This is an optimization exercise on Yosys and OpenROAD, whose aim is small area, not a production implementation.
RTL that was checked went through simulation tests only; none was proved equivalent to the original.
No activity file was given, so power comes from the tool's default toggle rates.

Setup of P:
==> flow/design.v <==
module chrom_fitness_evaluator #(
  parameter int NUM_VECTORS  = 16,
  parameter int IN_WIDTH     = 8,
  parameter int OUT_WIDTH    = 8,
  parameter int SUM_WIDTH    = 32,
  parameter int SETTLE_WIDTH = 16,
  parameter int REPEAT_WIDTH = 8
) (
  input  logic                             iClock,
  input  logic                             iReset_n,
  input  logic [NUM_VECTORS*IN_WIDTH-1:0]  iInputSequence,
  input  logic [NUM_VECTORS*OUT_WIDTH-1:0] iExpectedOutput,
  input  logic [NUM_VECTORS*OUT_WIDTH-1:0] iValidOutput,
  input  logic [SETTLE_WIDTH-1:0]          iSettleCycles,
  input  logic [REPEAT_WIDTH-1:0]          iRepeatCount,
  input  logic                             iStartProcessing,
  input  logic                             iDoneProcessingFeedback,
  input  logic                             iStall,
  input  logic [OUT_WIDTH-1:0]             iCircuitOutput,
  output logic [IN_WIDTH-1:0]              oCircuitInput,
  output logic                             oReadyToProcess,
  output logic                             oDoneProcessing,
  output logic [OUT_WIDTH*SUM_WIDTH-1:0]   oErrorSums,
  output logic [2:0]                       oState
);
  localparam int IDX_W = (NUM_VECTORS > 1) ? $clog2(NUM_VECTORS) : 1;
  localparam int MAX_SAMPLES = ((1 << REPEAT_WIDTH) - 1) * NUM_VECTORS;
  localparam int CNT_W_RAW   = $clog2(MAX_SAMPLES + 1);
  localparam int CNT_W       = (CNT_W_RAW < SUM_WIDTH) ? CNT_W_RAW : SUM_WIDTH;
  localparam logic [2:0] ST_IDLE    = 3'd0;
  localparam logic [2:0] ST_APPLY   = 3'd1;
  localparam logic [2:0] ST_SETTLE  = 3'd2;
  localparam logic [2:0] ST_SAMPLE  = 3'd3;
  localparam logic [2:0] ST_DONE    = 3'd4;
  localparam logic [2:0] ST_RELEASE = 3'd5;
  logic [2:0]              state_r;
  logic [2:0]              state_s;
  logic [IN_WIDTH-1:0]     vec_r [NUM_VECTORS];
  logic [OUT_WIDTH-1:0]    exp_r [NUM_VECTORS];
  logic [OUT_WIDTH-1:0]    val_r [NUM_VECTORS];
  logic [SETTLE_WIDTH-1:0] settle_cfg_r;
  logic [SETTLE_WIDTH-1:0] settle_cnt_r;
  logic [REPEAT_WIDTH-1:0] pass_left_r;
  logic [IDX_W-1:0]        index_r;
  logic [IN_WIDTH-1:0]     cin_r;
  logic [CNT_W-1:0]        sum_r [OUT_WIDTH];
  logic                    go_s;
  logic                    idle_s;
  logic                    capture_s;
  logic                    apply_s;
  logic                    settle_s;
  logic                    sample_s;
  logic                    settle_end_s;
  logic                    last_vec_s;
  logic                    more_pass_s;
  logic [OUT_WIDTH-1:0]    err_s;
  logic [NUM_VECTORS-1:0]  idx_oh_s;
  logic [OUT_WIDTH-1:0]    exp_sel_s, val_sel_s;
  logic [IN_WIDTH-1:0]     vec_sel_s;
  always_comb begin
    go_s         = !iStall;
    idle_s       = (state_r == ST_IDLE);
    capture_s    = go_s && idle_s && iStartProcessing;
    apply_s      = go_s && (state_r == ST_APPLY);
    settle_s     = go_s && (state_r == ST_SETTLE);
    sample_s     = go_s && (state_r == ST_SAMPLE);
    settle_end_s = (settle_cnt_r[SETTLE_WIDTH-1:1] == '0);
    last_vec_s   = (index_r == IDX_W'(NUM_VECTORS - 1));
    more_pass_s  = (pass_left_r[REPEAT_WIDTH-1:1] != '0);
    for (int k = 0; k < NUM_VECTORS; k++) idx_oh_s[k] = (index_r == IDX_W'(k));
    err_s        = (iCircuitOutput ^ exp_sel_s) & val_sel_s;
  end
  for (genvar gb = 0; gb < OUT_WIDTH; gb++) begin : g_rd_out
    logic [NUM_VECTORS-1:0] exp_col, val_col;
    for (genvar k = 0; k < NUM_VECTORS; k++) begin : g_col
      assign exp_col[k] = exp_r[k][gb];
      assign val_col[k] = val_r[k][gb];
    end
    chrom_fitness_evaluator_sel16 u_exp (.d(exp_col), .s(idx_oh_s), .y(exp_sel_s[gb]));
    chrom_fitness_evaluator_sel16 u_val (.d(val_col), .s(idx_oh_s), .y(val_sel_s[gb]));
  end
  for (genvar gb = 0; gb < IN_WIDTH; gb++) begin : g_rd_in
    logic [NUM_VECTORS-1:0] vec_col;
    for (genvar k = 0; k < NUM_VECTORS; k++) begin : g_col
      assign vec_col[k] = vec_r[k][gb];
    end
    chrom_fitness_evaluator_sel16 u_vec (.d(vec_col), .s(idx_oh_s), .y(vec_sel_s[gb]));
  end
  always_comb begin
    state_s = state_r;
    if (go_s) begin
      case (state_r)
        ST_IDLE:    if (iStartProcessing) state_s = ST_APPLY;
        ST_APPLY:   state_s = ST_SETTLE;
        ST_SETTLE:  if (settle_end_s) state_s = ST_SAMPLE;
        ST_SAMPLE:  state_s = (!last_vec_s || more_pass_s) ? ST_APPLY : ST_DONE;
        ST_DONE:    if (iDoneProcessingFeedback) state_s = ST_RELEASE;
        ST_RELEASE: if (!iStartProcessing && !iDoneProcessingFeedback) state_s = ST_IDLE;
        default:    state_s = ST_IDLE;
      endcase
    end
  end
  always_ff @(posedge iClock or negedge iReset_n) begin
    if (!iReset_n) state_r <= ST_IDLE;
    else           state_r <= state_s;
  end
  always_ff @(posedge iClock) begin
    if (idle_s) begin
      for (int k = 0; k < NUM_VECTORS; k++) begin
        vec_r[k] <= iInputSequence[k*IN_WIDTH +: IN_WIDTH];
        exp_r[k] <= iExpectedOutput[k*OUT_WIDTH +: OUT_WIDTH];
        val_r[k] <= iValidOutput[k*OUT_WIDTH +: OUT_WIDTH];
      end
      settle_cfg_r <= iSettleCycles;
    end
  end
  always_ff @(posedge iClock) begin
    if (idle_s) pass_left_r <= iRepeatCount;
    else        pass_left_r <= pass_left_r - REPEAT_WIDTH'(sample_s && last_vec_s);
  end
  always_ff @(posedge iClock) begin
    if (state_r == ST_APPLY) settle_cnt_r <= settle_cfg_r;
    else                     settle_cnt_r <= settle_cnt_r - SETTLE_WIDTH'(go_s);
  end
  always_ff @(posedge iClock or negedge iReset_n) begin
    if (!iReset_n)     index_r <= '0;
    else if (sample_s) index_r <= index_r + 1'b1;
  end
  always_ff @(posedge iClock or negedge iReset_n) begin
    if (!iReset_n)    cin_r <= '0;
    else if (apply_s) cin_r <= vec_sel_s;
  end
  for (genvar gb = 0; gb < OUT_WIDTH; gb++) begin : g_sums
    logic [CNT_W-1:0] sum_d;
    chrom_fitness_evaluator_cnt #(.W(CNT_W)) u_cnt (
      .q(sum_r[gb]), .inc(sample_s && err_s[gb]), .clr(capture_s), .d(sum_d)
    );
    always_ff @(posedge iClock or negedge iReset_n) begin
      if (!iReset_n) sum_r[gb] <= '0;
      else           sum_r[gb] <= sum_d;
    end
    assign oErrorSums[gb*SUM_WIDTH +: SUM_WIDTH] = SUM_WIDTH'(sum_r[gb]);
  end
  assign oCircuitInput   = cin_r;
  assign oReadyToProcess = (state_r == ST_IDLE);
  assign oDoneProcessing = (state_r == ST_DONE);
  assign oState          = state_r;
endmodule
module chrom_fitness_evaluator_sel16 (
  input  logic [15:0] d,
  input  logic [15:0] s,
  output logic        y
);
  logic [5:0] t;
  logic [1:0] u;
  chrom_fitness_evaluator_aoi222 g0 (.a1(d[0]),  .a2(s[0]),  .b1(d[1]),  .b2(s[1]),  .c1(d[2]),  .c2(s[2]),  .y(t[0]));
  chrom_fitness_evaluator_aoi222 g1 (.a1(d[3]),  .a2(s[3]),  .b1(d[4]),  .b2(s[4]),  .c1(d[5]),  .c2(s[5]),  .y(t[1]));
  chrom_fitness_evaluator_aoi222 g2 (.a1(d[6]),  .a2(s[6]),  .b1(d[7]),  .b2(s[7]),  .c1(d[8]),  .c2(s[8]),  .y(t[2]));
  chrom_fitness_evaluator_aoi222 g3 (.a1(d[9]),  .a2(s[9]),  .b1(d[10]), .b2(s[10]), .c1(d[11]), .c2(s[11]), .y(t[3]));
  chrom_fitness_evaluator_aoi222 g4 (.a1(d[12]), .a2(s[12]), .b1(d[13]), .b2(s[13]), .c1(d[14]), .c2(s[14]), .y(t[4]));
  assign t[5] = ~(d[15] & s[15]);
  assign u[0] = ~(t[0] & t[1] & t[2]);
  assign u[1] = ~(t[3] & t[4] & t[5]);
  assign y    = u[0] | u[1];
endmodule
module chrom_fitness_evaluator_aoi222 (
  input  logic a1, a2, b1, b2, c1, c2,
  output logic y
);
  assign y = ~((a1 & a2) | (b1 & b2) | (c1 & c2));
endmodule
module chrom_fitness_evaluator_cnt #(
  parameter int W = 12
) (
  input  logic [W-1:0] q,
  input  logic         inc,
  input  logic         clr,
  output logic [W-1:0] d
);
  localparam int H = W / 2;
  logic [W:0] t;
  logic       p_lo;
  assign t[0] = inc;
  assign p_lo = &q[H-1:0];
  for (genvar i = 0; i < W; i++) begin : g_bit
    if (i == H - 1) begin : g_la
      chrom_fitness_evaluator_and2 u_t (.a(inc), .b(p_lo), .y(t[i+1]));
    end else begin : g_rp
      chrom_fitness_evaluator_and2 u_t (.a(t[i]), .b(q[i]), .y(t[i+1]));
    end
    chrom_fitness_evaluator_tgclr u_d (.q(q[i]), .t(t[i]), .tn(t[i+1]), .clr(clr), .d(d[i]));
  end
endmodule
module chrom_fitness_evaluator_tgclr (
  input  logic q,
  input  logic t,
  input  logic tn,
  input  logic clr,
  output logic d
);
  logic y;
  chrom_fitness_evaluator_oa21bi u_y (.a1(q), .a2(t), .b_n(tn), .y(y));
  assign d = ~(clr | y);
endmodule
module chrom_fitness_evaluator_oa21bi (
  input  logic a1,
  input  logic a2,
  input  logic b_n,
  output logic y
);
  assign y = ~((a1 | a2) & ~b_n);
endmodule
module chrom_fitness_evaluator_and2 (
  input  logic a,
  input  logic b,
  output logic y
);
  assign y = a & b;
endmodule
clock: 5.0 ns
lec_check: 0
cap_margin: 20
core_area: 8 8 192 192
die_area: 0 0 200 200
slew_margin: 20
synth_hierarchical: 1
standard.sh (not shown) runs the stock make flow with config.mk's settings and CLKGATE_MAP_FILE= SYNTH_SCRIPT=/design/flow/synth_recipe.tcl, a recipe that flattens the netlist after the stock synthesis.
==> flow/flow/run.sh <==
#!/bin/bash
set -euo pipefail
bash standard.sh \
  "BUFFER_PORTS_ARGS=-buffer_cell sky130_fd_sc_hd__buf_1" \
  "CTS_ARGS=-sink_clustering_enable -repair_clock_nets -buf_list sky130_fd_sc_hd__clkbuf_8 -sink_clustering_size 16 -sink_clustering_max_diameter 60 -dont_use_dummy_load" \
  "SKIP_REPAIR_TIE_FANOUT=1" \
  finish > standard.log 2>&1
Here is what was changed in the inputs of Q compared with P.
diff --git a/flow/design.v b/flow/design.v
--- a/flow/design.v
+++ b/flow/design.v
@@ -178,15 +178,8 @@
   output logic [W-1:0] d
 );
-  localparam int H = W / 2;
   logic [W:0] t;
-  logic       p_lo;
   assign t[0] = inc;
-  assign p_lo = &q[H-1:0];
   for (genvar i = 0; i < W; i++) begin : g_bit
-    if (i == H - 1) begin : g_la
-      chrom_fitness_evaluator_and2 u_t (.a(inc), .b(p_lo), .y(t[i+1]));
-    end else begin : g_rp
-      chrom_fitness_evaluator_and2 u_t (.a(t[i]), .b(q[i]), .y(t[i+1]));
-    end
+    chrom_fitness_evaluator_and2  u_t (.a(t[i]), .b(q[i]), .y(t[i+1]));
     chrom_fitness_evaluator_tgclr u_d (.q(q[i]), .t(t[i]), .tn(t[i+1]), .clr(clr), .d(d[i]));
   end
The run showing the smaller post-route cell area is P. Q reports a higher utilization than P does. Compared with P, in Q post-synthesis mux area share saw little to no change; share of total power in combinational logic went up 0.5 points; non-clock buffer count picked up an extra 28. Compare Q and P | clock skew lower: P. Q vs P, sequential share of layout area went down by 0.62 points.
No functional check of the RTL was part of Q.

-- port drivers added, routing unchanged --
The results above use ideal ports. As a check the final layouts listed here were re-extracted and re-timed, cells and wires unchanged.
Step 1, drivers: a clkbuf_16 drives iClock and a buf_2 each remaining input, both assumed.
Step 2 moves the port delays by t, midway between the first and last clock arrival at a register: inputs arrive t later, outputs are due t later. That takes back most of the time a late clock gives input paths.
a / b / c = ideal / step 1 / step 2; a / b = the first two.
| run | t (ns) | slack for setup (ns) | latest minus earliest clock arrival (ns) | worst register clock-pin slew, ns |
|---|---|---|---|---|
| P | 0.623 | 0.656 / 0.656 / 0.656 | 0.049 / 0.049 | 0.10 / 0.10 |
| Q | 0.631 | 0.237 / 0.237 / 0.219 | 0.067 / 0.067 | 0.10 / 0.10 |
After both steps setup and hold are still met in every run listed. For Q, which loses most, drivers alone change the setup slack by 0.000 ns; drivers and shift together by -0.018 ns.
